Context: an optimization exercise on an open-source flow, tuned for small area and few clock cycles per item. The choices shown serve that exercise and are no tape-out recipe.
Where RTL was checked, it was by simulation tests only, not by an equivalence proof against the original.
The RTL of runs 3 and 6 was laid out without a check of its function.
No activity file was given, so power comes from the tool's default toggle rates.

### flow/design.v
package grr_pkg;
    localparam int CFG_W = 5;
    localparam int DATA_W = 32;
    typedef struct packed {
        logic bank;    
        logic rev;     
        logic fin;     
    } grp_flags_t;
endpackage
module grr_sel8 (
    input  logic [7:0] sel,
    input  logic [7:0] d,
    output logic       y
);
    assign y = |(sel & d);
endmodule
module grr_or2 (
    input  logic a,
    input  logic b,
    output logic y
);
    assign y = a || b;
endmodule
module group_reversal_reorder #(
    parameter int MAX_GROUP = 16
) (
    input  logic                       clk,
    input  logic                       rst_n,
    input  logic                       cfg_we,
    input  logic [grr_pkg::CFG_W-1:0]  cfg_wdata,
    input  logic                       in_valid,
    output logic                       in_stall,
    input  logic signed [31:0]         value,
    input  logic                       last,
    output logic                       out_valid,
    input  logic                       out_stall,
    output logic signed [31:0]         value_res,
    output logic                       run_last,
    output logic                       stream_end
);
    localparam int AW = $clog2(MAX_GROUP);
    logic [grr_pkg::DATA_W-1:0] mem [MAX_GROUP];
    logic [AW-1:0]  szm1_reg;
    logic [AW-1:0]  szm1_new;
    logic [AW-1:0]  wpos_reg;
    logic           wdir_reg;
    logic [AW-1:0]  wcnt_reg;       
    logic [AW-1:0]  wslot;
    logic           cvalid_reg;
    logic [AW-1:0]  rpos_reg;
    logic           rdir_reg;
    logic [AW-1:0]  rcnt_reg;       
    logic           rfin_reg;
    logic [AW-1:0]  rslot;
    logic           nvalid_reg;
    logic [AW-1:0]  npos_reg;
    logic           ndir_reg;
    logic [AW-1:0]  ncnt_reg;       
    logic           nfin_reg;
    logic           take;
    logic           rdone;
    logic           accept;
    logic           size_hit;
    logic           close;
    logic           flip;
    logic [AW-1:0]  cdist;
    logic [AW-1:0]  ndist;
    logic           cbusy;
    logic           nbusy;
    logic           q_block;
    logic [AW-1:0]  d_pos;
    logic           d_dir;
    assign wslot = wpos_reg ^ {AW{wdir_reg}};
    assign rslot = rpos_reg ^ {AW{rdir_reg}};
    assign take  = cvalid_reg && !out_stall;
    assign rdone = take && (rcnt_reg == '0);
    assign szm1_new = (cfg_wdata == '0) ? '0
                    : (cfg_wdata > grr_pkg::CFG_W'(MAX_GROUP)) ? AW'(MAX_GROUP - 1)
                    : AW'(cfg_wdata - grr_pkg::CFG_W'(1));
    assign size_hit = (wcnt_reg >= szm1_reg);
    assign close    = size_hit || last;
    assign flip = size_hit && (szm1_reg >= AW'(MAX_GROUP / 2));
    assign cdist = (wpos_reg ^ {AW{wdir_reg ^ rdir_reg}}) - rpos_reg;
    assign ndist = (wpos_reg ^ {AW{wdir_reg ^ ndir_reg}}) - npos_reg;
    assign cbusy = cvalid_reg && (cdist <= rcnt_reg) && !(take && (cdist == '0));
    assign nbusy = nvalid_reg && (ndist <= ncnt_reg);
    assign q_block  = close && nvalid_reg && !rdone;
    assign in_stall = cbusy || nbusy || q_block;
    assign accept   = in_valid && !in_stall;
    assign d_pos = size_hit ? ~wpos_reg : (wpos_reg - wcnt_reg);
    assign d_dir = size_hit ? !wdir_reg : wdir_reg;
    always_ff @(posedge clk or negedge rst_n)
    begin
        if (!rst_n)
        begin
            szm1_reg   <= '0;
            wpos_reg   <= '0;
            wdir_reg   <= 1'b0;
            wcnt_reg   <= '0;
            cvalid_reg <= 1'b0;
            nvalid_reg <= 1'b0;
        end
        else
        begin
            if (cfg_we)
            begin
                szm1_reg <= szm1_new;
            end
            if (!cvalid_reg || rdone)
            begin
                cvalid_reg <= nvalid_reg || (accept && close);
            end
            if (accept && close && (nvalid_reg || (cvalid_reg && !rdone)))
            begin
                nvalid_reg <= 1'b1;
            end
            else if (!cvalid_reg || rdone)
            begin
                nvalid_reg <= 1'b0;
            end
            if (accept)
            begin
                wcnt_reg <= close ? '0 : (wcnt_reg + AW'(1));
                if (close && flip)
                begin
                    wpos_reg <= ~wpos_reg;
                    wdir_reg <= !wdir_reg;
                end
                else
                begin
                    wpos_reg <= wpos_reg + AW'(1);
                end
            end
        end
    end
    always_ff @(posedge clk)
    begin
        if (!cvalid_reg || rdone)
        begin
            if (nvalid_reg)
            begin
                rpos_reg <= npos_reg;
                rdir_reg <= ndir_reg;
                rcnt_reg <= ncnt_reg;
                rfin_reg <= nfin_reg;
            end
            else
            begin
                rpos_reg <= d_pos;
                rdir_reg <= d_dir;
                rcnt_reg <= wcnt_reg;
                rfin_reg <= last;
            end
        end
        else if (take)
        begin
            rpos_reg <= rpos_reg + AW'(1);
            rcnt_reg <= rcnt_reg - AW'(1);
        end
        if (accept && close)
        begin
            npos_reg <= d_pos;
            ndir_reg <= d_dir;
            ncnt_reg <= wcnt_reg;
            nfin_reg <= last;
        end
    end
    always_ff @(posedge clk)
    begin
        if (accept)
        begin
            mem[wslot] <= value;
        end
    end
    logic [MAX_GROUP-1:0] rsel;
    always_comb
    begin
        for (int i = 0; i < MAX_GROUP; i++)
        begin
            rsel[i] = (rslot == AW'(i));
        end
    end
    for (genvar b = 0; b < grr_pkg::DATA_W; b++)
    begin : g_rd
        logic [MAX_GROUP-1:0] col;
        logic [1:0]           half;
        for (genvar i = 0; i < MAX_GROUP; i++)
        begin : g_col
            assign col[i] = mem[i][b];
        end
        grr_sel8 u_lo (.sel (rsel[7:0]),  .d (col[7:0]),  .y (half[0]));
        grr_sel8 u_hi (.sel (rsel[15:8]), .d (col[15:8]), .y (half[1]));
        grr_or2  u_or (.a (half[0]), .b (half[1]), .y (value_res[b]));
    end
    assign out_valid  = cvalid_reg;
    assign run_last   = (rcnt_reg == '0);
    assign stream_end = (rcnt_reg == '0) && rfin_reg;
endmodule
### flow/run.sh
#!/bin/bash
# synth_recipe.tcl (not shown) runs the flow's synth.tcl, then flattens the netlist and writes it again
# the make line also repeats each setting of config.mk as NAME=value (left out here)
make -C /OpenROAD-flow-scripts/flow DESIGN_CONFIG=/design/flow/config.mk WORK_HOME=/design/flow/orfs CLKGATE_MAP_FILE= SYNTH_SCRIPT=/design/flow/synth_recipe.tcl finish
### flow/config.mk
export PLATFORM = sky130hd
export DESIGN_NAME = group_reversal_reorder
export DESIGN_NICKNAME = group_reversal_reorder
export VERILOG_FILES = /design/flow/design.v
export SDC_FILE = /design/flow/constraint.sdc
export NUM_CORES = 4
export LEC_CHECK = 0
export CAP_MARGIN = 20
export CORE_MARGIN = 2
export CORE_UTILIZATION = 45
export CTS_BUF_LIST = sky130_fd_sc_hd__clkbuf_8
export CTS_CLUSTER_DIAMETER = 60
export CTS_CLUSTER_SIZE = 20
export PLACE_DENSITY = 0.6
export SLEW_MARGIN = 20
export SYNTH_HIERARCHICAL = 1
export SYNTH_MINIMUM_KEEP_SIZE = 0
### flow/constraint.sdc
create_clock -name core_clock -period 5.0 [get_ports {clk}]
set_input_delay 1.0000 -clock core_clock [delete_from_list [all_inputs] [get_ports {clk}]]
set_output_delay 1.0000 -clock core_clock [all_outputs]
set_load 0.01 [all_outputs]
==> results of run 1 <==
Yosys stat by module, one instance, submodules excluded:
module	cells	cell area, um2	flip-flops and latches
grr_or2	1	6.256	0
grr_sel8	5	36.28	0
group_reversal_reorder	842	18370	547
power breakdown:
part	total, mW	switching, mW	internal [mW]
Combinational	6.51	3.80	2.70
Sequential	6.06	0.295	5.76
Clock	2.35	1.47	0.876
Total	14.9	5.57	9.34
what timing repair did:
item,CTS,global route
pin swaps,1,4
setup endpoints to repair,1,11
setup buffers,4,5
gates cloned,0,2
resized for setup,3,8
area by class of cell:
cell class	instances	area, um2	share of cell area
sequential	547	16350	0.6779
clock inverter	19	209.0	0.008661
timing repair buffer	137	1386	0.05746
clock buffer	39	536.8	0.02225
inverter	31	116.4	0.004823
tap	600	750.7	0.03112
multi-input combinational	604	4772	0.1978
logic make-up after synthesis:
group / synth area share
AOI/OAI and AO/OA: 0.1195
xor gates and xnor gates: 0.01168
adders and majority gates: 0.01994
buffers and inverters: 0.008623
DFF: 0.7826
muxes: 0.004970
and+or+nand+nor: 0.05276
metal layers:
metal / GRT usage / part of all wire / vias up
met4: 0.04932 / 0.022 / 4
met5: 0 / 0.00048 / -
li1: - / - / 5318
met1: 0.2901 / 0.43 / 6201
met3: 0.03768 / 0.063 / 68
met2: 0.3463 / 0.48 / 353
placed cells by master (no fill, tap or decap), types with 3 or more instances in the layout:
| cell type | n |
|---|---|
| mux2_2 | 3 |
| and2_1 | 3 |
| buf_12 | 13 |
| inv_1 | 30 |
| o211a_1 | 3 |
| fa_1 | 3 |
| o21ai_0 | 12 |
| mux2i_1 | 7 |
| or3_1 | 7 |
| xnor2_1 | 14 |
| inv_8 | 3 |
| dfrtp_1 | 12 |
| o211ai_1 | 3 |
| a21oi_1 | 11 |
| nand2_1 | 19 |
| clkinv_1 | 4 |
| nor2_4 | 16 |
| nor3b_1 | 5 |
| nor2_1 | 14 |
| clkbuf_8 | 39 |
| clkdlybuf4s50_1 | 78 |
| nand4_1 | 65 |
| dfrtp_2 | 3 |
| nor2b_1 | 4 |
| o22ai_4 | 16 |
| a22oi_1 | 272 |
| nor3_1 | 7 |
| nand3_1 | 8 |
| ha_1 | 26 |
| or2_1 | 32 |
| buf_4 | 46 |
| xor2_1 | 11 |
| o31ai_1 | 3 |
| edfxtp_1 | 532 |
worst max-delay path, cell delays in order, from the launching register on:
cell and delay, ps:
edfxtp_1 540, inv_1 200, nand3_1 460, o22ai_4 850, buf_4 320, a22oi_1 80
nand4_1 90, or2_1 160, clkdlybuf4s50_1 560
metrics by stage:
| stage | instance area (um2) | TNS, ps | setup WS (ps) |
|---|---|---|---|
| finish | 24130 | 0 | 106.4 |
| global route | 24130 | -569.4 | -77.48 |
| CTS | 24040 | 0 | 39.83 |
| detailed placement | 23240 | 0 | 460.5 |
| global placement | 23240 | 0 | 557.0 |
| floorplan | 20890 | 0 | 393.1 |
worst paths after layout:
| check | to | depth (start not counted) |
|---|---|---|
| min reg2reg | szm1_reg[0]$_DFFE_PN0P_ | 1 |
| max in group asynchronous | wpos_reg[2]$_DFFE_PN0P_ | 1 |
| max | value_res[12] | 8 |
| min | szm1_reg[0]$_DFFE_PN0P_ | 1 |
| max reg2reg | mem[11][14]$_DFFE_PP_ | 16 |
| min in group asynchronous | wcnt_reg[1]$_DFFE_PN0P_ | 1 |
==> results by group, run 1 <==
Global route
  – First-pass GRT wire length: 74,120 um
  – Initial antenna violation count: 2
  – Vias in the first global route: 11,840
  – Pin count of the biggest net entering global routing: 33
  – Overflow after GRT: 0
  – Total Routing Usage GR: 0.2094

STA
  – Final hold vios: 0
  – Setup violations, final: 0
  – Hold slack final: 529.7 ps
  – Final Slew Violations: 0
  – Worst Clk Skew: 59.43 ps
  – Worst slew pin tran: 900.6 ps
  – RSZ-0062 raised after global routing: yes
  – Fmax: 204.3 MHz
  – Final period util: 0.9787
  – Shortest period the worst path allows: 4894 ps
  – Slew margin rel.: 0.3996

Power
  – LEAKAGE: 7.472 nW
  – Pwr Total: 14.91 mW
  – Pwr/cell area: 617.9 mW/mm2
  – Worst vdd rail ir drop: 0.5471 mV

Clocking
  – CTS tree: built
  – Clock buffer depth: 3
  – Reg clk slew, reported paths: 100 ps
  – H-tree depth: 2
  – Clock root buffer: clkbuf_8
  – TritonCTS Buffers: 38
  – Sink Count: 547
  – Worst-Skew Late Latency: 660 ps
  – Cts hold-fix bufs: 0

Worst setup path
  – WP data arrival: 3890 ps
  – Critical path type: register to primary output
  – CP required: 4000 ps
  – Worst setup EP type: primary output
  – Reg2Reg Setup Slack: 1020 ps
  – Setup crit start: rpos_reg[1]$_DFFE_PP_
  – Crit-path max FO: 20
  – Crit start category: register
  – Reg-to-Reg Start: rdir_reg$_DFFE_PN_

Final layout
  – Top reg by flops: mem
  – Diode count: 0
  – Fill count: 3,598
  – Final std cells w/o fill: 1,977
  – Final Core Density: 0.5293
  – # nets final: 1,431
  – Share of layout cells above drive strength 1: 0.1220
  – Synth-to-layout area growth: 15.47%
  – Largest register FFs: 512

Yosys
  – Syn Std Cell Area: 0.02089 mm2
  – Synth top area cells: edfxtp_1, a22oi_1, nand4_1, dfrtp_1, ha_1
  – Main synth FF type: edfxtp_1
  – Count leader, synth: edfxtp_1
  – Syn Inst Count: 1,194
  – Sequential share of the synthesized area: 0.7826
  – Synthesized flop and latch total: 547
  – Syn Area/Cell: 17.50 um2
  – Area leader, netlist: edfxtp_1
  – Post-synth EDFFs: 532
  – Post-synth top cells: edfxtp_1, a22oi_1, nand4_1, or2_1, nor2_1
  – Synth top area share: 0.7646
  – Synth async-reset ratio: 0.02742
  – Synth cell types: 58
  – Ys Warns: 7

Floorplanning
  – Initial Utilization: 0.4584
  – Width of the die: 219.5 um
  – Die outline height: 219.5 um
  – DIE AREA: 0.04817 mm2
  – Core ar.: 0.04558 mm2
  – IO Count: 79
  – Num rows: 78

Placed design
  – Post-Place Cells: 1,908
  – GPL Wtd Cong: 0.7652
  – I/O Buffers: 78
  – Post-DP HPWL: 28,990 um

Route
  – ANT nets after route: 0
  – Vias/cell: 6.041
  – Initial DRC count: 1,234
  – Via Count: 11,940
  – WL per Instance: 25.53 um
  – Post-Route WL: 50,480 um
  – Drt pass-1 iters: 5
  – DRC: 0

Status
  – Outcome: no timing/DRC/antenna violations

Worst hold path
  – HP Class: register to register
  – Hold_sp: szm1_reg[0]$_DFFE_PN0P_

Run
  – Max-cap viol count: 0
Testbench counts, summed over its fixed seeds: cycles 49,519, words 41,157.
==> run 2: changes to the inputs <==
==> flow/flow/run.sh (new file) <==
#!/bin/bash
# Layout flow: the standard ORFS flow (standard.sh, unchanged synthesis), with two
# changes passed as ORFS variables:
#  - port buffers use the smallest buffer cell (every input and output still gets one);
#  - clock tree synthesis uses large clock buffers over large sink clusters and no dummy loads.
# make's full output goes to flow_make.log; each ORFS step keeps its own log under orfs/logs/.
set -euo pipefail
export BUFFER_PORTS_ARGS="-buffer_cell sky130_fd_sc_hd__buf_1"
export CTS_ARGS="-sink_clustering_enable -repair_clock_nets -dont_use_dummy_load -buf_list sky130_fd_sc_hd__clkbuf_8 -sink_clustering_size 16 -sink_clustering_max_diameter 50"
bash standard.sh finish > flow_make.log 2>&1
==> flow/standard.sh (new file) <==
#!/bin/bash
# synth_recipe.tcl (not shown) runs the flow's synth.tcl, then flattens the netlist and writes it again
# the make line also repeats each setting of config.mk as NAME=value (left out here)
make -C /OpenROAD-flow-scripts/flow DESIGN_CONFIG=/design/flow/config.mk WORK_HOME=/design/flow/orfs CLKGATE_MAP_FILE= SYNTH_SCRIPT=/design/flow/synth_recipe.tcl "${@:-finish}"
==> flow/config.mk (replaced) <==
export PLATFORM = sky130hd
export DESIGN_NAME = group_reversal_reorder
export DESIGN_NICKNAME = group_reversal_reorder
export VERILOG_FILES = /design/flow/design.v
export SDC_FILE = /design/flow/constraint.sdc
export NUM_CORES = 4
export LEC_CHECK = 0
export CAP_MARGIN = 0
export CORE_MARGIN = 2
export CORE_UTILIZATION = 70
export PLACE_DENSITY = 0.8
export SETUP_SLACK_MARGIN = 0.1
export SLEW_MARGIN = 0
export SYNTH_HIERARCHICAL = 1
export SYNTH_MINIMUM_KEEP_SIZE = 0
removed: flow/run.sh
==> results by group, run 2 <==
Power
  – Pwr/cell area: 605.3 mW/mm2
  – Sequential power share: 0.438
  – Combinational power share: 0.413
  – LEAKAGE: 7.058 nW
  – Pwr Total: 13.88 mW
  – Clk pwr share: 0.149
  – Internal power: 8.539 mW
  – Sw frac: 0.3849
  – Psw: 5.344 mW
  – Worst vdd rail ir drop: 0.5676 mV

STA
  – Post-route setup TNS: 0 ps
  – Slew margin rel.: 0.1927
  – Fmax: 218.7 MHz
  – Worst Clk Skew: 85.09 ps
  – Final period util: 0.9144
  – Setup violations, final: 0
  – Worst slew pin tran: 1211 ps
  – Final hold vios: 0
  – Final Slew Violations: 0
  – RSZ-0062 raised after global routing: no
  – Shortest period the worst path allows: 4572 ps

Final layout
  – # nets final: 1,413
  – Top reg by flops: mem
  – Most frequent cells in the layout: edfxtp_1, a22oi_1, buf_1, nand4_1, clkbuf_8
  – Diode count: 0
  – Final Core Density: 0.7780
  – Largest register FFs: 512
  – Commonest non-fill, non-tap cell in the layout: edfxtp_1
  – Post-route cell area: 0.02294 mm2
  – Seq. cell area: 0.01635 mm2
  – Fill count: 1,617
  – Multi-input logic area: 0.004722 mm2
  – Share of layout cells above drive strength 1: 0.09485
  – Synth-to-layout area growth: 9.773%

Placed design
  – I/O Buffers: 78
  – Placed Area: 0.02230 mm2
  – Post-DP HPWL: 29,890 um
  – GPL Wtd Cong: 0.8565

Route
  – Drt pass-1 iters: 6
  – Via Count: 12,160
  – Initial DRC count: 1,345
  – ANT nets after route: 0
  – WL per Instance: 27.45 um
  – Vias/cell: 7.034
  – DRC: 0
  – Post-Route WL: 47,470 um

Clocking
  – Cts hold-fix bufs: 0
  – Clock root buffer: clkbuf_8
  – TritonCTS Buffers: 45
  – H-tree depth: 2
  – Clock buffer depth: 3
  – Sink Count: 547
  – Reg clk slew, reported paths: 60 ps
  – Worst-Skew Late Latency: 600 ps
  – CTS tree: built

Yosys
  – Synth top area share: 0.7646
  – Ys Warns: 7
  – Synth cell types: 58
  – Main synth FF type: edfxtp_1
  – Synth async-reset ratio: 0.02742
  – Post-synth top cells: edfxtp_1, a22oi_1, nand4_1, or2_1, nor2_1
  – Syn Std Cell Area: 0.02089 mm2
  – Post-synth EDFFs: 532
  – Syn Area/Cell: 17.50 um2
  – Syn Inst Count: 1,194
  – Area leader, netlist: edfxtp_1
  – Synthesized flop and latch total: 547
  – Synth top area cells: edfxtp_1, a22oi_1, nand4_1, dfrtp_1, ha_1
  – Sequential share of the synthesized area: 0.7826
  – Count leader, synth: edfxtp_1

Global route
  – Overflow after GRT: 0
  – First-pass GRT wire length: 71,210 um
  – Total Routing Usage GR: 0.3119
  – Initial antenna violation count: 2
  – Pin count of the biggest net entering global routing: 33
  – Vias in the first global route: 12,310

Floorplanning
  – IO Count: 79
  – Width of the die: 176.8 um
  – DIE AREA: 0.03125 mm2
  – Initial Utilization: 0.7087
  – Die outline height: 176.8 um
  – Num rows: 63
  – Core ar.: 0.02948 mm2

Run
  – Max-cap viol count: 0

Worst hold path
  – Hold_sp: szm1_reg[0]$_DFFE_PN0P_
  – HP Class: register to register

Worst setup path
  – Critical path type: register to primary output
  – Reg-to-Reg Start: wpos_reg[0]$_DFFE_PN0P_
  – WP data arrival: 3570 ps
  – Worst setup EP type: primary output
  – Crit-path max FO: 32
  – Crit start category: register
  – Setup crit start: rdir_reg$_DFFE_PN_
  – CP required: 4000 ps

Status
  – Outcome: no timing/DRC/antenna violations
-- run 2: cell count changes in the layout (fill, tap and decap cells not counted), moves of 3 or more --
cell | previous run | this run
buf_1 | 0 | 78
buf_12 | 13 | 6
inv_8 | 3 | 0
clkbuf_8 | 39 | 45
clkdlybuf4s50_1 | 78 | 0
buf_4 | 46 | 30
-- run 2: final cells by class --
| cell class | count | area share |
|---|---|---|
| flip-flops and latches | 547 | 0.7129 |
| multi-input cells | 602 | 0.2059 |
| repair buffers | 114 | 0.02782 |
| clock buffers | 45 | 0.02700 |
| well taps | 390 | 0.02128 |
| inverters | 31 | 0.005073 |
-- run 2: routing by layer --
metal	up-vias	wire length, um	part of all wire	global-route usage
li1	5247	-	-	-
met1	6115	17300	0.36	0.4041
met2	677	24160	0.51	0.5345
met3	121	4044	0.085	0.04897
met4	2	1941	0.041	0.1295
met5	-	13	0.00027	0
-- run 2: cells by family after synthesis --
kind of cell | count (synthesis) | share of synthesized area
AOI/OAI and AO/OA | 339 | 0.1195
buffers and inverters | 45 | 0.008623
DFF | 547 | 0.7826
xor gates and xnor gates | 27 | 0.01168
and+or+nand+nor | 194 | 0.05276
muxes | 10 | 0.004970
adders and majority gates | 32 | 0.01994
-- run 2: critical path: stages (launching register included) --
cell      delay, ps
edfxtp_1        510
nand2b_1        590
o22ai_4        1070
a22oi_1         240
nand4_1         310
or2_1           160
buf_1           150
-- run 2: through the flow --
stage / std cells / setup WS [ps] / hold WS [ps]
floorplan: 1194 / 393.1 / 487.4
global placement: 1684 / 896.0 / 511.6
detailed placement: 1684 / 774.2 / 515.8
CTS: 1729 / 265.4 / 531.6
global route: 1729 / 151.5 / 555.1
finish: 1729 / 427.8 / 519.6
-- run 2: path summary, 6_finish.rpt --
| path | to | slack (ps) | cells past startpoint |
|---|---|---|---|
| setup / recovery | value_res[28] | 430 | 6 |
| hold / removal | szm1_reg[0]$_DFFE_PN0P_ | 520 | 1 |
| setup reg to reg | mem[11][15]$_DFFE_PP_ | 850 | 14 |
| hold reg to reg | szm1_reg[0]$_DFFE_PN0P_ | 520 | 1 |
| max in group asynchronous | wdir_reg$_DFFE_PN0P_ | 3800 | 1 |
| min in group asynchronous | wcnt_reg[3]$_DFFE_PN0P_ | 560 | 1 |
-- run 2: per-module statistics from Yosys (local to each module, per instance) --
module	flops+latches	cell area (um2)	copies in the design	cells
group_reversal_reorder	547	18370	1	842
grr_or2	0	6.256	32	1
grr_sel8	0	36.28	64	5
-- run 2: repair_timing --
item,in CTS,in global routing
gates resized for setup,0,3
buffers inserted,0,0
endpoints found under the setup margin,0,1
-- run 2: power groups by stage --
stage | sequential, mW | combinational, mW | clock, mW
6_report | 6.08 | 5.73 | 2.07
4_1_cts | 6.06 | 5.72 | 2.10
2_1_floorplan | 6.04 | 3.58 | 0
3_5_place_dp | 6.17 | 5.65 | 0
3_3_place_gp | 6.13 | 5.47 | 0
5_1_grt | 6.13 | 6.20 | 2.26
==> run 3: changes to the inputs <==
--- a/flow/design.v
+++ b/flow/design.v
@@ -20,6 +20,40 @@
     output logic y
 );
     assign y = a || b;
+endmodule
+module grr_dec16 (
+    input  logic [3:0]  x,
+    input  logic        en,
+    output logic [15:0] y
+);
+    logic [3:0] lo_n;
+    logic [3:0] hi_n;
+    grr_pre4 u_lo (.x (x[1:0]), .en (en),   .y_n (lo_n));
+    grr_pre4 u_hi (.x (x[3:2]), .en (1'b1), .y_n (hi_n));
+    for (genvar i = 0; i < 16; i++)
+    begin : g_out
+        grr_nor2 u_nor (.a (lo_n[i % 4]), .b (hi_n[i / 4]), .y (y[i]));
+    end
+endmodule
+module grr_pre4 (
+    input  logic [1:0] x,
+    input  logic       en,
+    output logic [3:0] y_n
+);
+    always_comb
+    begin
+        for (int k = 0; k < 4; k++)
+        begin
+            y_n[k] = !(en && (x == 2'(k)));
+        end
+    end
+endmodule
+module grr_nor2 (
+    input  logic a,
+    input  logic b,
+    output logic y
+);
+    assign y = !(a || b);
 endmodule
 module group_reversal_reorder #(
     parameter int MAX_GROUP = 16
@@ -165,21 +199,20 @@
             nfin_reg <= last;
         end
     end
+    logic [MAX_GROUP-1:0] wsel;
+    grr_dec16 u_wdec (.x (wslot), .en (accept), .y (wsel));
     always_ff @(posedge clk)
     begin
-        if (accept)
-        begin
-            mem[wslot] <= value;
+        for (int i = 0; i < MAX_GROUP; i++)
+        begin
+            if (wsel[i])
+            begin
+                mem[i] <= value;
+            end
         end
     end
     logic [MAX_GROUP-1:0] rsel;
-    always_comb
-    begin
-        for (int i = 0; i < MAX_GROUP; i++)
-        begin
-            rsel[i] = (rslot == AW'(i));
-        end
-    end
+    grr_dec16 u_rdec (.x (rslot), .en (1'b1), .y (rsel));
     for (genvar b = 0; b < grr_pkg::DATA_W; b++)
     begin : g_rd
         logic [MAX_GROUP-1:0] col;
==> results by group, run 3 <==
STA
  – Final worst slack: 273.1 ps
  – Worst slew pin tran: 998.4 ps
  – Slew margin rel.: 0.3328
  – Post-route setup TNS: 0 ps
  – RSZ-0062 raised after global routing: no
  – Final hold vios: 0
  – Shortest period the worst path allows: 4727 ps
  – Fmax: 211.6 MHz
  – Setup violations, final: 0
  – Final period util: 0.9454
  – Worst Clk Skew: 60.61 ps
  – Final Slew Violations: 0

Worst setup path
  – R2R cell count: 15
  – CP required: 4000 ps
  – Max incr delay on CP: 490 ps
  – Critical path type: register to primary output
  – Worst setup EP type: primary output
  – Crit-path leading delay family: compound AO/OA/AOI/OAI gates
  – Endpoint of the worst register-to-register path: mem[0][26]$_DFFE_PP_
  – Most frequent CP cell: xnor2_1
  – Ordered list of cells on the worst path: xnor2_1 > xnor2_1 > ha_1 > a21oi_1 > o21ai_0 > xnor2_1 > ha_1 > nand2_1 > o21bai_1 > o2bb2ai_1 > o211a_4 > or2_2 > buf_1
  – Crit start category: register
  – Reg2Reg Setup Slack: 630 ps
  – Crit-path max FO: 10
  – Reg-to-Reg Start: wdir_reg$_DFFE_PN0P_
  – Crit path buffers/inverters: 1
  – WP depth: 13
  – CP max-delay cell: dfrtp_2
  – WP data arrival: 3730 ps

Yosys
  – Synth top area share: 0.7696
  – Ys Warns: 10
  – Post-synth EDFFs: 532
  – Syn Area/Cell: 17.74 um2
  – Synth cell types: 57
  – Syn Inst Count: 1,170
  – Area leader, netlist: edfxtp_1
  – Synth async-reset ratio: 0.02742
  – Post-synth top cells: edfxtp_1, a22oi_1, nand4_1, nor2_1
  – Syn Std Cell Area: 0.02076 mm2
  – Synthesized flop and latch total: 547
  – Synth Area in XOR/XNOR: 0.01386
  – Sequential share of the synthesized area: 0.7877
  – Simple-Gate Fraction of Synth Area: 0.05575
  – Count leader, synth: edfxtp_1
  – Synth top area cells: edfxtp_1, a22oi_1, nand4_1, dfrtp_1, ha_1
  – Largest family of logic cells by synthesized area: compound AO/OA/AOI/OAI gates
  – Main synth FF type: edfxtp_1
  – Synth Area in Compound Gates: 0.1080
  – Mux contribution to synthesized area: 0.006208
  – Adder-Cell Fraction of Synth Area: 0.02007

Power
  – Clk pwr share: 0.174
  – Psw: 3.961 mW
  – Worst vdd rail ir drop: 0.4195 mV
  – Combinational power share: 0.334
  – Pwr/cell area: 513.1 mW/mm2
  – Sequential power share: 0.492
  – Sw frac: 0.3383
  – LEAKAGE: 7.137 nW
  – Internal power: 7.750 mW

Floorplanning
  – IO Count: 79
  – Die outline height: 176.2 um
  – Width of the die: 176.2 um
  – Core ar.: 0.02940 mm2
  – DIE AREA: 0.03105 mm2
  – Initial Utilization: 0.7060
  – Num rows: 63

Route
  – Drt pass-1 iters: 5
  – Post-Route WL: 45,860 um
  – WL per Instance: 26.59 um
  – Vias/cell: 6.817
  – DRC: 0
  – Via Count: 11,760
  – Initial DRC count: 1,335
  – ANT nets after route: 0

Clocking
  – H-tree depth: 2
  – Clock buffer depth: 3
  – CTS tree: built
  – Clock root buffer: clkbuf_8
  – Cts hold-fix bufs: 0
  – TritonCTS Buffers: 43
  – Worst-Skew Late Latency: 590 ps
  – Reg clk slew, reported paths: 90 ps
  – Post-CTS Setup Repair Bufs: 0
  – Sink Count: 547

Placed design
  – Post-DP HPWL: 29,290 um
  – I/O Buffers: 78
  – Worst slack at placement: 373.2 ps
  – GPL Wtd Cong: 0.8492

Final layout
  – Share of layout cells above drive strength 1: 0.09888
  – Top reg by flops: mem
  – Largest register FFs: 512
  – # nets final: 1,409
  – Diode count: 0
  – Most frequent cells in the layout: edfxtp_1, a22oi_1, buf_1, nand4_1, clkbuf_8
  – Commonest non-fill, non-tap cell in the layout: edfxtp_1
  – Synth-to-layout area growth: 9.951%

Global route
  – First-pass GRT wire length: 68,870 um
  – Overflow after GRT: 0
  – Pin count of the biggest net entering global routing: 33
  – Initial antenna violation count: 2
  – Vias in the first global route: 11,710
  – Total Routing Usage GR: 0.3020

Worst hold path
  – HP Class: input port to asynchronous set/reset pin

Status
  – Outcome: no timing/DRC/antenna violations

Run
  – Max-cap viol count: 0
run 3: changes by cell type in the layout (fill, tap and decap cells not counted), moves of 6 or more:
cell	change
nand3b_1	+8
a22oi_1	-16
o22ai_4	-16
nor2_4	+17
conb_1	+12
nor2_1	-6
run 3: layer usage:
layer,vias to the layer above,wire (um),part of all wire,track usage
met1,5847,17600,0.38,0.4313
li1,5146,-,-,-
met4,2,1120,0.024,0.08884
met2,672,22700,0.50,0.4913
met5,-,13,0.00028,0
met3,92,4423,0.096,0.05189
run 3: timing repair:
action | CTS | global route
gates cloned | 0 | 0
gates resized for setup | 3 | 3
endpoints found under the setup margin | 1 | 1
run 3: modules after synthesis, one instance, submodules excluded:
| module | cell area, um2 | cells inside |
|---|---|---|
| grr_nor2 | 3.754 | 1 |
| grr_pre4 | 28.78 | 4 |
| grr_or2 | 6.256 | 1 |
| group_reversal_reorder | 17990 | 768 |
| grr_dec16 | 3.754 | 1 |
| grr_sel8 | 36.28 | 5 |
run 3: area by class of cell:
class	instances	area (um2)
Tap cell	390	488.0
Fill cell	1598	6578
Timing Repair Buffer	119	725.7
Multi-Input combinational cell	593	4543
Inverter	33	123.9
Clock buffer	43	591.8
Sequential cell	547	16350
run 3: worst max-delay path by stage:
stage                            startpoint  slack [ps]                    to
global placement       wdir_reg$_DFFE_PN0P_         510  mem[4][27]$_DFFE_PP_
detailed placement     wdir_reg$_DFFE_PN0P_         370  mem[4][23]$_DFFE_PP_
floorplan              wdir_reg$_DFFE_PN0P_          -9   mem[0][0]$_DFFE_PP_
finish                 wdir_reg$_DFFE_PN0P_         270              in_stall
CTS                    wdir_reg$_DFFE_PN0P_         170              in_stall
global route        wpos_reg[2]$_DFFE_PN0N_          70              in_stall
run 3: power groups by stage:
| stage | Sequential [mW] | Combinational (mW) | Clock [mW] |
|---|---|---|---|
| 2_1_floorplan | 5.77 | 2.62 | 0 |
| 3_3_place_gp | 5.83 | 3.59 | 0 |
| 3_5_place_dp | 5.86 | 3.76 | 0 |
| 4_1_cts | 5.76 | 3.80 | 2.06 |
| 5_1_grt | 5.80 | 4.26 | 2.20 |
| 6_report | 5.76 | 3.91 | 2.03 |
run 3: per-stage QoR:
stage	cell area (um2)	utilization	hold slack (ps)	total power, mW	std cells
finish	22820	0.7763	523.5	11.71	1725
floorplan	20790	-	487.4	8.393	1179
detailed placement	22210	0.7552	527.1	9.622	1682
global placement	22210	0.7552	503.8	9.424	1682
CTS	22810	0.7759	524.4	11.61	1725
global route	22820	0.7763	567.1	12.27	1725
run 3: kinds of logic after synthesis:
kind of cell / after synthesis
flops: 547
mux: 12
buf+inv: 39
simple gates: 203
xor+xnor: 32
other cells: 3
fa+ha+maj: 32
compound gates: 302
==> run 4: changes to the inputs <==
--- a/flow/design.v
+++ b/flow/design.v
@@ -23,19 +23,44 @@
 endmodule
 module grr_dec16 (
     input  logic [3:0]  x,
-    input  logic        en,
     output logic [15:0] y
 );
     logic [3:0] lo_n;
     logic [3:0] hi_n;
-    grr_pre4 u_lo (.x (x[1:0]), .en (en),   .y_n (lo_n));
-    grr_pre4 u_hi (.x (x[3:2]), .en (1'b1), .y_n (hi_n));
+    grr_pre4 u_lo (.x (x[1:0]), .y_n (lo_n));
+    grr_pre4 u_hi (.x (x[3:2]), .y_n (hi_n));
     for (genvar i = 0; i < 16; i++)
     begin : g_out
         grr_nor2 u_nor (.a (lo_n[i % 4]), .b (hi_n[i / 4]), .y (y[i]));
     end
 endmodule
+module grr_dec16e (
+    input  logic [3:0]  x,
+    input  logic        en,
+    output logic [15:0] y
+);
+    logic [3:0] lo_n;
+    logic [3:0] hi_n;
+    grr_pre4e u_lo (.x (x[1:0]), .en (en), .y_n (lo_n));
+    grr_pre4  u_hi (.x (x[3:2]), .y_n (hi_n));
+    for (genvar i = 0; i < 16; i++)
+    begin : g_out
+        grr_nor2 u_nor (.a (lo_n[i % 4]), .b (hi_n[i / 4]), .y (y[i]));
+    end
+endmodule
 module grr_pre4 (
+    input  logic [1:0] x,
+    output logic [3:0] y_n
+);
+    always_comb
+    begin
+        for (int k = 0; k < 4; k++)
+        begin
+            y_n[k] = (x != 2'(k));
+        end
+    end
+endmodule
+module grr_pre4e (
     input  logic [1:0] x,
     input  logic       en,
     output logic [3:0] y_n
@@ -200,7 +225,7 @@
         end
     end
     logic [MAX_GROUP-1:0] wsel;
-    grr_dec16 u_wdec (.x (wslot), .en (accept), .y (wsel));
+    grr_dec16e u_wdec (.x (wslot), .en (accept), .y (wsel));
     always_ff @(posedge clk)
     begin
         for (int i = 0; i < MAX_GROUP; i++)
@@ -212,7 +237,7 @@
         end
     end
     logic [MAX_GROUP-1:0] rsel;
-    grr_dec16 u_rdec (.x (rslot), .en (1'b1), .y (rsel));
+    grr_dec16 u_rdec (.x (rslot), .y (rsel));
     for (genvar b = 0; b < grr_pkg::DATA_W; b++)
     begin : g_rd
         logic [MAX_GROUP-1:0] col;
==> results by group, run 4 <==
Status
  – Outcome: no timing/DRC/antenna violations

Yosys
  – Count leader, synth: edfxtp_1
  – Syn Area/Cell: 17.76 um2
  – Synth top area share: 0.7707
  – Synth async-reset ratio: 0.02742
  – Main synth FF type: edfxtp_1
  – Syn Inst Count: 1,167
  – Sequential share of the synthesized area: 0.7888
  – Ys Warns: 11
  – Post-synth top cells: edfxtp_1, a22oi_1, nand4_1, nor2_1, or2_1
  – Synth cell types: 56
  – Area leader, netlist: edfxtp_1
  – Post-synth EDFFs: 532
  – Synth top area cells: edfxtp_1, a22oi_1, nand4_1, dfrtp_1, ha_1
  – Syn Std Cell Area: 0.02073 mm2
  – Synthesized flop and latch total: 547

STA
  – Fmax: 212.0 MHz
  – Final hold vios: 0
  – Shortest period the worst path allows: 4717 ps
  – Final period util: 0.9434
  – Final Slew Violations: 0
  – Setup violations, final: 0
  – Worst slew pin tran: 1017 ps
  – RSZ-0062 raised after global routing: no
  – Final worst slack: 283.2 ps
  – Worst Clk Skew: 63.90 ps
  – Slew margin rel.: 0.3207

Placed design
  – Worst slack at placement: 368.7 ps
  – GPL Wtd Cong: 0.8113
  – I/O Buffers: 78
  – Post-DP HPWL: 28,370 um
  – Placed Area: 0.02207 mm2
  – Post-Place Cells: 1,664

Final layout
  – Post-route cell area: 0.02271 mm2
  – Fill count: 1,624
  – Multi-input logic area: 0.004498 mm2
  – Share of layout cells above drive strength 1: 0.09567
  – Most frequent cells in the layout: edfxtp_1, a22oi_1, buf_1, nand4_1, clkbuf_8
  – Top reg by flops: mem
  – # nets final: 1,391
  – Synth-to-layout area growth: 9.567%
  – Commonest non-fill, non-tap cell in the layout: edfxtp_1
  – Seq. cell area: 0.01635 mm2
  – Largest register FFs: 512
  – Final std cells w/o fill: 1,708
  – Final Core Density: 0.7725

Worst setup path
  – CP max-delay cell: dfrtp_2
  – Most frequent CP cell: inv_1
  – Crit-path max FO: 10
  – Ordered list of cells on the worst path: xor2_4 > xor2_1 > inv_1 > fa_1 > inv_1 > ha_1 > nor2b_1 > o21bai_1 > o2bb2ai_1 > o211a_2 > or2_2 > buf_1
  – CP required: 4000 ps
  – Crit-path leading delay family: adder cells
  – Crit path buffers/inverters: 3
  – R2R cell count: 15
  – Reg2Reg Setup Slack: 580 ps
  – Crit start category: register
  – Max incr delay on CP: 570 ps
  – WP depth: 12
  – Endpoint of the worst register-to-register path: mem[8][23]$_DFFE_PP_
  – WP data arrival: 3720 ps
  – Critical path type: register to primary output
  – Worst setup EP type: primary output
  – Reg-to-Reg Start: wdir_reg$_DFFE_PN0P_

Floorplanning
  – Core ar.: 0.02940 mm2
  – Num rows: 63
  – IO Count: 79
  – Width of the die: 176.1 um
  – Die outline height: 176.1 um
  – DIE AREA: 0.03100 mm2
  – Initial Utilization: 0.7050

Route
  – WL per Instance: 26.50 um
  – ANT nets after route: 0
  – DRC: 0
  – Via Count: 11,790
  – Initial DRC count: 1,368
  – Drt pass-1 iters: 5
  – Post-Route WL: 45,260 um
  – Vias/cell: 6.903

Global route
  – Pin count of the biggest net entering global routing: 33
  – Total Routing Usage GR: 0.2967
  – Initial antenna violation count: 2
  – Vias in the first global route: 11,700
  – First-pass GRT wire length: 68,060 um
  – Overflow after GRT: 0

Clocking
  – Clock buffer depth: 3
  – Clock root buffer: clkbuf_8
  – CTS tree: built
  – Worst-Skew Late Latency: 580 ps
  – TritonCTS Buffers: 43
  – H-tree depth: 2
  – Reg clk slew, reported paths: 90 ps
  – Sink Count: 547

Run
  – Max-cap viol count: 0

Power
  – Worst vdd rail ir drop: 0.4758 mV
  – Pwr Total: 14.50 mW
  – LEAKAGE: 7.056 nW
  – Pwr/cell area: 638.4 mW/mm2

Worst hold path
  – HP Class: input port to asynchronous set/reset pin
-- run 4: metal layers --
layer,vias up,track usage,wire length [um]
li1,5110,-,-
met1,5900,0.4313,17710
met2,688,0.4775,21900
met3,93,0.04759,4419
met4,0,0.08815,1238
met5,-,0,0
-- run 4: power breakdown --
part / switching, mW / internal [mW] / leakage [nW] / total, mW
clock: 1.25 / 0.772 / 0.309 / 2.02
sequential: 0.294 / 5.81 / 4.97 / 6.10
combinational: 4.15 / 2.22 / 1.78 / 6.38
total: 5.70 / 8.80 / 7.06 / 14.5
-- run 4: cells by family after synthesis --
group,count (synthesis),share of synthesized area
adders and majority gates,32,0.02010
buffers and inverters,39,0.007968
xor gates and xnor gates,32,0.01388
DFF,547,0.7888
and+or+nand+nor,203,0.05493
muxes,12,0.006217
AOI/OAI and AO/OA,302,0.1081
-- run 4: what timing repair did --
item	in CTS	in global routing
resized for setup	4	3
hold buffers	0	0
buffers inserted	0	0
setup endpoints to repair	1	1
-- run 4: worst max path at each step --
| stage | start | end | slack, ps |
|---|---|---|---|
| floorplan | wdir_reg$_DFFE_PN0P_ | mem[0][0]$_DFFE_PP_ | -9 |
| global placement | wdir_reg$_DFFE_PN0P_ | mem[8][27]$_DFFE_PP_ | 530 |
| detailed placement | wdir_reg$_DFFE_PN0P_ | mem[8][23]$_DFFE_PP_ | 370 |
| CTS | wdir_reg$_DFFE_PN0P_ | in_stall | 170 |
| global route | wpos_reg[1]$_DFFE_PN0N_ | in_stall | 110 |
| finish | wdir_reg$_DFFE_PN0P_ | in_stall | 280 |
-- run 4: through the flow --
| stage | hold WS [ps] | setup TNS (ps) |
|---|---|---|
| floorplan | 487.4 | -1175 |
| global placement | 503.3 | 0 |
| detailed placement | 518.7 | 0 |
| CTS | 500.9 | 0 |
| global route | 555.4 | 0 |
| finish | 499.1 | 0 |
-- run 4: layout make-up --
class	count	area share
tap	390	0.02149
inverter	33	0.005454
multi-input combinational	581	0.1980
sequential	547	0.7200
clock buffer	43	0.02606
timing repair buffer	113	0.02887
antenna	1	0.0001102
-- run 4: modules after synthesis, one instance, submodules excluded, a selection --
module | cells | area (um2) | flip-flops and latches
group_reversal_reorder | 767 | 17990 | 547
grr_sel8 | 5 | 36.28 | 0
grr_pre4e | 4 | 28.78 | 0
grr_pre4 | 4 | 22.52 | 0
grr_or2 | 1 | 6.256 | 0
grr_nor2 | 1 | 3.754 | 0
Testbench counts of run 4, summed over its fixed seeds: cycles 49,519, words 41,157.
==> run 5: changes to the inputs <==
--- a/flow/config.mk
+++ b/flow/config.mk
@@ -7,9 +7,9 @@
 export LEC_CHECK = 0
 export CAP_MARGIN = 0
 export CORE_MARGIN = 2
-export CORE_UTILIZATION = 70
-export PLACE_DENSITY = 0.8
-export SETUP_SLACK_MARGIN = 0.1
+export CORE_UTILIZATION = 75
+export PLACE_DENSITY = 0.85
+export SETUP_SLACK_MARGIN = 0.05
 export SLEW_MARGIN = 0
 export SYNTH_HIERARCHICAL = 1
 export SYNTH_MINIMUM_KEEP_SIZE = 0
==> results by group, run 5 <==
Power
  – Internal power: 8.804 mW
  – Clk pwr share: 0.137
  – Sw frac: 0.3995
  – LEAKAGE: 7.028 nW
  – Sequential power share: 0.417
  – Pwr/cell area: 649.3 mW/mm2
  – Combinational power share: 0.447
  – Worst vdd rail ir drop: 0.6428 mV
  – Psw: 5.858 mW

Global route
  – First-pass GRT wire length: 70,610 um
  – Vias in the first global route: 11,550
  – Initial antenna violation count: 1
  – Pin count of the biggest net entering global routing: 33
  – Overflow after GRT: 0
  – Total Routing Usage GR: 0.3362

Final layout
  – Commonest non-fill, non-tap cell in the layout: edfxtp_1
  – Most frequent cells in the layout: edfxtp_1, a22oi_1, buf_1, nand4_1, clkbuf_8
  – Share of layout cells above drive strength 1: 0.09361
  – Synth-to-layout area growth: 8.940%
  – Largest register FFs: 512
  – Top reg by flops: mem
  – # nets final: 1,388

Yosys
  – Count leader, synth: edfxtp_1
  – Synth top area share: 0.7707
  – Synth top area cells: edfxtp_1, a22oi_1, nand4_1, dfrtp_1, ha_1
  – Sequential share of the synthesized area: 0.7888
  – Post-synth top cells: edfxtp_1, a22oi_1, nand4_1, nor2_1, or2_1
  – Main synth FF type: edfxtp_1
  – Post-synth EDFFs: 532
  – Syn Inst Count: 1,167
  – Ys Warns: 11
  – Area leader, netlist: edfxtp_1
  – Synth cell types: 56
  – Synthesized flop and latch total: 547
  – Syn Std Cell Area: 0.02073 mm2
  – Syn Area/Cell: 17.76 um2
  – Synth async-reset ratio: 0.02742

Floorplanning
  – Core ar.: 0.02703 mm2
  – Width of the die: 170.2 um
  – Die outline height: 170.2 um
  – Initial Utilization: 0.7670
  – DIE AREA: 0.02898 mm2
  – Num rows: 60
  – IO Count: 79

Route
  – Vias/cell: 7.260
  – WL per Instance: 28.61 um
  – Initial DRC count: 1,805
  – Post-Route WL: 47,380 um
  – DRC: 0
  – Drt pass-1 iters: 7
  – Via Count: 12,020
  – ANT nets after route: 0

STA
  – Hold slack final: 530.5 ps
  – Worst slew pin tran: 1030 ps
  – Final hold vios: 0
  – Final period util: 0.9665
  – RSZ-0062 raised after global routing: no
  – Post-route setup TNS: 0 ps
  – Setup violations, final: 0
  – Slew margin rel.: 0.3136
  – Fmax: 206.9 MHz
  – Shortest period the worst path allows: 4833 ps
  – Worst Clk Skew: 51.23 ps
  – Final Slew Violations: 0

Clocking
  – Post-CTS Setup Repair Bufs: 0
  – Cts hold-fix bufs: 0
  – Sink Count: 547
  – Post-CTS sizing: 3
  – H-tree depth: 2
  – TritonCTS Buffers: 42
  – Clock root buffer: clkbuf_8
  – Clock buffer depth: 3
  – Reg clk slew, reported paths: 90 ps
  – CTS tree: built
  – Worst-Skew Late Latency: 580 ps

Worst setup path
  – Reg2Reg Setup Slack: 530 ps
  – Max incr delay on CP: 520 ps
  – WP data arrival: 3830 ps
  – Worst setup EP type: primary output
  – CP required: 4000 ps
  – Critical path type: register to primary output
  – Endpoint of the worst register-to-register path: mem[4][13]$_DFFE_PP_
  – Ordered list of cells on the worst path: xor2_2 > xnor2_1 > ha_1 > fa_1 > inv_1 > ha_1 > nor2b_1 > o21bai_1 > o2bb2ai_1 > o211a_4 > or2_2 > buf_1
  – Crit start category: register
  – Reg-to-Reg Start: wdir_reg$_DFFE_PN0P_
  – Most frequent CP cell: ha_1
  – Crit-path max FO: 10
  – R2R cell count: 14
  – CP max-delay cell: fa_1

Placed design
  – I/O Buffers: 78
  – GPL Wtd Cong: 0.8613
  – Post-DP HPWL: 30,630 um

Worst hold path
  – Worst Hold Depth: 1
  – HP Class: register to register
  – Hold_sp: szm1_reg[0]$_DFFE_PN0P_
  – Hold Path Sink: szm1_reg[0]$_DFFE_PN0P_

Run
  – Max-cap viol count: 0

Status
  – Outcome: no timing/DRC/antenna violations
==> run 5: through the flow <==
step / cells / cell area, um2 / power [mW] / setup WS [ps] / utilization
global route: 1655 / 22580 / 15.37 / 1.681 / 0.8355
CTS: 1655 / 22560 / 14.48 / 120.9 / 0.8349
finish: 1656 / 22580 / 14.66 / 167.3 / 0.8356
floorplan: 1167 / 20730 / 10.10 / -9.182 / -
detailed placement: 1613 / 21970 / 12.51 / 415.2 / 0.8129
global placement: 1613 / 21970 / 12.24 / 555.2 / 0.8129
==> run 5: worst max-delay path by stage <==
stage,start,to,cells past startpoint
floorplan,wdir_reg$_DFFE_PN0P_,mem[0][0]$_DFFE_PP_,14
global placement,wdir_reg$_DFFE_PN0P_,mem[4][17]$_DFFE_PP_,14
detailed placement,wdir_reg$_DFFE_PN0P_,mem[0][4]$_DFFE_PP_,15
CTS,wdir_reg$_DFFE_PN0P_,in_stall,12
global route,wdir_reg$_DFFE_PN0P_,in_stall,13
finish,wdir_reg$_DFFE_PN0P_,in_stall,12
==> run 5: per-module statistics from Yosys (local to each module, per instance), excerpt <==
module,cells inside,copies in the design
grr_sel8,5,64
grr_nor2,1,32
grr_pre4e,4,1
grr_pre4,4,3
group_reversal_reorder,767,1
grr_or2,1,32
==> run 5: critical path, delay by kind of cell, from the launching register on <==
kind / cells / cell delay, ps
fa+ha+maj: 3 / 1050
simple gates: 2 / 530
flops: 1 / 510
compound gates: 3 / 510
xor+xnor: 2 / 480
buf+inv: 2 / 180
==> run 5: per-layer routing <==
metal / global-route usage / vias to the layer above / routed length (um)
met3: 0.04744 / 110 / 4892
li1: - / 5100 / -
met2: 0.5405 / 830 / 23230
met4: 0.1159 / 0 / 1662
met1: 0.4881 / 5983 / 17590
met5: 0 / - / 0
==> run 5: power by group through the flow <==
stage,logic (mW),registers (mW),clock network (mW)
detailed placement,6.31,6.20,0
CTS,6.37,6.10,2.02
finish,6.55,6.11,2.00
global route,7.05,6.16,2.16
floorplan,4.00,6.09,0
global placement,6.08,6.15,0
==> run 5: logic make-up after synthesis <==
kind of cell | synth area share
XOR/XNOR | 0.01388
AO/OA/AOI/OAI | 0.1081
AND/OR/NAND/NOR | 0.05493
flip-flops | 0.7888
multiplexers | 0.006217
adder cells (fa/ha/maj) | 0.02010
buffers and inverters | 0.007968
==> run 5: area by class of cell <==
| type | instances | area (um2) |
|---|---|---|
| flip-flops and latches | 547 | 16350 |
| multi-input cells | 581 | 4483 |
| diodes | 1 | 2.502 |
| inverters | 33 | 123.9 |
| fillers | 1234 | 4444 |
| well taps | 341 | 426.7 |
| repair buffers | 111 | 615.6 |
| clock buffers | 42 | 578.1 |
==> run 6: changes to the inputs <==
--- a/flow/design.v
+++ b/flow/design.v
@@ -23,44 +23,19 @@
 endmodule
 module grr_dec16 (
     input  logic [3:0]  x,
+    input  logic        en,
     output logic [15:0] y
 );
     logic [3:0] lo_n;
     logic [3:0] hi_n;
-    grr_pre4 u_lo (.x (x[1:0]), .y_n (lo_n));
-    grr_pre4 u_hi (.x (x[3:2]), .y_n (hi_n));
+    grr_pre4 u_lo (.x (x[1:0]), .en (en),   .y_n (lo_n));
+    grr_pre4 u_hi (.x (x[3:2]), .en (1'b1), .y_n (hi_n));
     for (genvar i = 0; i < 16; i++)
     begin : g_out
         grr_nor2 u_nor (.a (lo_n[i % 4]), .b (hi_n[i / 4]), .y (y[i]));
     end
 endmodule
-module grr_dec16e (
-    input  logic [3:0]  x,
-    input  logic        en,
-    output logic [15:0] y
-);
-    logic [3:0] lo_n;
-    logic [3:0] hi_n;
-    grr_pre4e u_lo (.x (x[1:0]), .en (en), .y_n (lo_n));
-    grr_pre4  u_hi (.x (x[3:2]), .y_n (hi_n));
-    for (genvar i = 0; i < 16; i++)
-    begin : g_out
-        grr_nor2 u_nor (.a (lo_n[i % 4]), .b (hi_n[i / 4]), .y (y[i]));
-    end
-endmodule
 module grr_pre4 (
-    input  logic [1:0] x,
-    output logic [3:0] y_n
-);
-    always_comb
-    begin
-        for (int k = 0; k < 4; k++)
-        begin
-            y_n[k] = (x != 2'(k));
-        end
-    end
-endmodule
-module grr_pre4e (
     input  logic [1:0] x,
     input  logic       en,
     output logic [3:0] y_n
@@ -224,20 +199,29 @@
             nfin_reg <= last;
         end
     end
-    logic [MAX_GROUP-1:0] wsel;
-    grr_dec16e u_wdec (.x (wslot), .en (accept), .y (wsel));
+    localparam int HW = grr_pkg::DATA_W / 2;
+    logic [MAX_GROUP-1:0] wsel_lo;
+    logic [MAX_GROUP-1:0] wsel_hi;
+    grr_dec16 u_wdec_lo (.x (wslot), .en (accept), .y (wsel_lo));
+    grr_dec16 u_wdec_hi (.x (wslot), .en (accept), .y (wsel_hi));
     always_ff @(posedge clk)
     begin
         for (int i = 0; i < MAX_GROUP; i++)
         begin
-            if (wsel[i])
-            begin
-                mem[i] <= value;
-            end
-        end
-    end
-    logic [MAX_GROUP-1:0] rsel;
-    grr_dec16 u_rdec (.x (rslot), .y (rsel));
+            if (wsel_lo[i])
+            begin
+                mem[i][HW-1:0] <= value[HW-1:0];
+            end
+            if (wsel_hi[i])
+            begin
+                mem[i][grr_pkg::DATA_W-1:HW] <= value[grr_pkg::DATA_W-1:HW];
+            end
+        end
+    end
+    logic [MAX_GROUP-1:0] rsel_lo;
+    logic [MAX_GROUP-1:0] rsel_hi;
+    grr_dec16 u_rdec_lo (.x (rslot), .en (1'b1), .y (rsel_lo));
+    grr_dec16 u_rdec_hi (.x (rslot), .en (1'b1), .y (rsel_hi));
     for (genvar b = 0; b < grr_pkg::DATA_W; b++)
     begin : g_rd
         logic [MAX_GROUP-1:0] col;
@@ -246,6 +230,8 @@
         begin : g_col
             assign col[i] = mem[i][b];
         end
+        logic [MAX_GROUP-1:0] rsel;
+        assign rsel = (b < HW) ? rsel_lo : rsel_hi;
         grr_sel8 u_lo (.sel (rsel[7:0]),  .d (col[7:0]),  .y (half[0]));
         grr_sel8 u_hi (.sel (rsel[15:8]), .d (col[15:8]), .y (half[1]));
         grr_or2  u_or (.a (half[0]), .b (half[1]), .y (value_res[b]));
--- a/flow/config.mk
+++ b/flow/config.mk
@@ -7,9 +7,9 @@
 export LEC_CHECK = 0
 export CAP_MARGIN = 0
 export CORE_MARGIN = 2
-export CORE_UTILIZATION = 75
-export PLACE_DENSITY = 0.85
-export SETUP_SLACK_MARGIN = 0.05
+export CORE_UTILIZATION = 70
+export PLACE_DENSITY = 0.8
+export SETUP_SLACK_MARGIN = 0.1
 export SLEW_MARGIN = 0
 export SYNTH_HIERARCHICAL = 1
 export SYNTH_MINIMUM_KEEP_SIZE = 0
==> results by group, run 6 <==
Final layout
  – Multi-input logic area: 0.004652 mm2
  – Synth-to-layout area growth: 8.823%
  – Diode count: 0
  – Share of layout cells above drive strength 1: 0.08987
  – Largest register FFs: 512
  – Post-route cell area: 0.02285 mm2
  – # nets final: 1,476
  – Top reg by flops: mem
  – Most frequent cells in the layout: edfxtp_1, a22oi_1, buf_1, nand4_1, nor2_1
  – Commonest non-fill, non-tap cell in the layout: edfxtp_1
  – Final std cells w/o fill: 1,792
  – Fill count: 1,653
  – Seq. cell area: 0.01635 mm2

Floorplanning
  – Die outline height: 177.2 um
  – Width of the die: 177.2 um
  – IO Count: 79
  – Num rows: 63
  – Initial Utilization: 0.7105
  – DIE AREA: 0.03140 mm2
  – Core ar.: 0.02956 mm2

Yosys
  – Largest family of logic cells by synthesized area: compound AO/OA/AOI/OAI gates
  – Syn Area/Cell: 17.21 um2
  – Synth Area in XOR/XNOR: 0.01370
  – Syn Inst Count: 1,220
  – Synth Area in Compound Gates: 0.1067
  – Synthesized flop and latch total: 547
  – Mux contribution to synthesized area: 0.006136
  – Synth top area share: 0.7607
  – Simple-Gate Fraction of Synth Area: 0.06631
  – Post-synth EDFFs: 532
  – Synth async-reset ratio: 0.02742
  – Main synth FF type: edfxtp_1
  – Synth cell types: 57
  – Post-synth top cells: edfxtp_1, a22oi_1, nor2_1, nand4_1
  – Ys Warns: 10
  – Syn Std Cell Area: 0.02100 mm2
  – Adder-Cell Fraction of Synth Area: 0.01984
  – Area leader, netlist: edfxtp_1
  – Count leader, synth: edfxtp_1
  – Synth top area cells: edfxtp_1, a22oi_1, nand4_1, dfrtp_1, ha_1
  – Sequential share of the synthesized area: 0.7786

STA
  – Post-route setup TNS: 0 ps
  – Worst Clk Skew: 85.61 ps
  – RSZ-0062 raised after global routing: yes
  – Slew margin rel.: 0.1849
  – Shortest period the worst path allows: 4764 ps
  – Hold slack final: 518.3 ps
  – Final hold vios: 0
  – Final period util: 0.9528
  – Final Slew Violations: 0
  – Fmax: 209.9 MHz
  – Setup violations, final: 0
  – Worst slew pin tran: 1218 ps

Clocking
  – Clock buffer depth: 3
  – Cts hold-fix bufs: 0
  – Sink Count: 547
  – TritonCTS Buffers: 42
  – Worst-Skew Late Latency: 600 ps
  – Post-CTS Setup Repair Bufs: 0
  – Clock root buffer: clkbuf_8
  – Post-CTS sizing: 3
  – Reg clk slew, reported paths: 60 ps
  – H-tree depth: 2
  – CTS tree: built

Global route
  – Vias in the first global route: 11,640
  – Initial antenna violation count: 1
  – First-pass GRT wire length: 69,590 um
  – Pin count of the biggest net entering global routing: 17
  – Total Routing Usage GR: 0.3093
  – Overflow after GRT: 0

Route
  – DRC: 0
  – ANT nets after route: 0
  – Vias/cell: 6.737
  – Post-Route WL: 47,910 um
  – Via Count: 12,070
  – Drt pass-1 iters: 8
  – Initial DRC count: 1,662
  – WL per Instance: 26.73 um

Power
  – Pwr/cell area: 512.7 mW/mm2
  – Worst vdd rail ir drop: 0.5625 mV
  – LEAKAGE: 7.243 nW

Placed design
  – Post-Place Cells: 1,750
  – I/O Buffers: 78
  – Post-DP HPWL: 32,650 um
  – GPL Wtd Cong: 0.8415
  – Placed Area: 0.02220 mm2

Worst setup path
  – WP data arrival: 3760 ps
  – Crit-path max FO: 10
  – Crit start category: register
  – CP required: 4000 ps
  – Critical path type: register to primary output
  – Worst setup EP type: primary output

Run
  – Max-cap viol count: 0

Status
  – Outcome: no timing/DRC/antenna violations

Worst hold path
  – HP Class: register to register
==> run 6: through the flow <==
step	setup slack [ps]	util	power, mW
after CTS	92.46	0.7710	11.63
after floorplan	512.7	-	8.522
after detailed placement	341.3	0.7509	9.683
after global routing	22.90	0.7732	12.30
final	236.1	0.7732	11.72
after global placement	467.4	0.7509	9.514
==> run 6: logic make-up (layout without fill, tap and decap cells) <==
family	count (synthesis)	count (layout)
AO/OA/AOI/OAI	302	302
adder cells (fa/ha/maj)	32	32
flip-flops	547	547
AND/OR/NAND/NOR	251	251
other	5	24
multiplexers	12	12
XOR/XNOR	32	32
buffers and inverters	39	202
==> run 6: report_power, final <==
group	internal (mW)	switching (mW)
logic	1.42	2.51
clock network	0.755	1.26
registers	5.53	0.241
==> run 6: area by class of cell <==
type | count | area share
multi-input cells | 653 | 0.2035
clock buffers | 42 | 0.02529
flip-flops and latches | 547 | 0.7155
inverters | 33 | 0.005420
repair buffers | 127 | 0.02891
well taps | 390 | 0.02135
==> run 6: modules after synthesis (local to each module, per instance) <==
module	flip-flops and latches	copies in the design
grr_pre4	0	8
grr_sel8	0	64
grr_nor2	0	64
grr_dec16	0	4
group_reversal_reorder	547	1
grr_or2	0	32
==> run 6: path summary, 6_finish.rpt <==
path                                           end                     from  cells after the start  slack (ps)
max in group asynchronous     wdir_reg$_DFFE_PN0P_                    rst_n                      1        3840
max                                       in_stall     wdir_reg$_DFFE_PN0P_                     13         240
min in group asynchronous  wcnt_reg[3]$_DFFE_PN0N_                    rst_n                      1         530
max reg2reg                    mem[0][2]$_DFFE_PP_  wpos_reg[1]$_DFFE_PN0N_                     15         640
min                        szm1_reg[0]$_DFFE_PN0P_  szm1_reg[0]$_DFFE_PN0P_                      1         520
min reg2reg                szm1_reg[0]$_DFFE_PN0P_  szm1_reg[0]$_DFFE_PN0P_                      1         520
==> run 6: worst max-delay path: stages (launching register included) <==
cell       delay [ps]
dfrtp_2           520
xnor2_2           290
xnor2_1           160
ha_1              290
a21oi_1           170
o21ai_0           140
xnor2_1           260
ha_1              300
nand2_1           100
o21bai_1          130
o2bb2ai_1         130
o211a_1           410
or2_2             190
buf_1             150
==> run 6: per-layer routing <==
layer / track usage / vias up / routed length, um
met4: 0.09022 / 0 / 1485
met2: 0.4729 / 723 / 21950
met5: 0 / - / 0
li1: - / 5318 / -
met3: 0.08419 / 97 / 6142
met1: 0.4467 / 5935 / 18330

[separate check: timing with driven ports]
In the flow no input, the clock included, has a driving cell. The finished layouts below were timed again as built, in two steps.
Step 1: set_driving_cell puts a clkbuf_16 on clk and a buf_2 on each other input, an assumption about the parent block.
Step 2 times the ports against the registers' clock, not the clock port: input delays grow and output delays shrink by t, the midpoint of the rising clock arrivals with the driver on.
Three values: ideal, step 1, step 2; two values: the first two.
run | shift t [ns] | slack for setup (ns) | worst setup path at the end | cell pins on the clock port's net
run 1 | 0.680 | 0.106 / 0.057 / 0.738 | register to output | 1
run 2 | 0.603 | 0.428 / 0.379 / 0.855 | register to register | 1
run 3 | 0.608 | 0.273 / 0.225 / 0.632 | register to register | 1
run 4 | 0.598 | 0.283 / 0.234 / 0.581 | register to register | 1
run 5 | 0.597 | 0.167 / 0.121 / 0.526 | register to register | 1
run 6 | 0.609 | 0.236 / 0.188 / 0.640 | register to register | 1
After both steps every run listed still meets setup and hold.
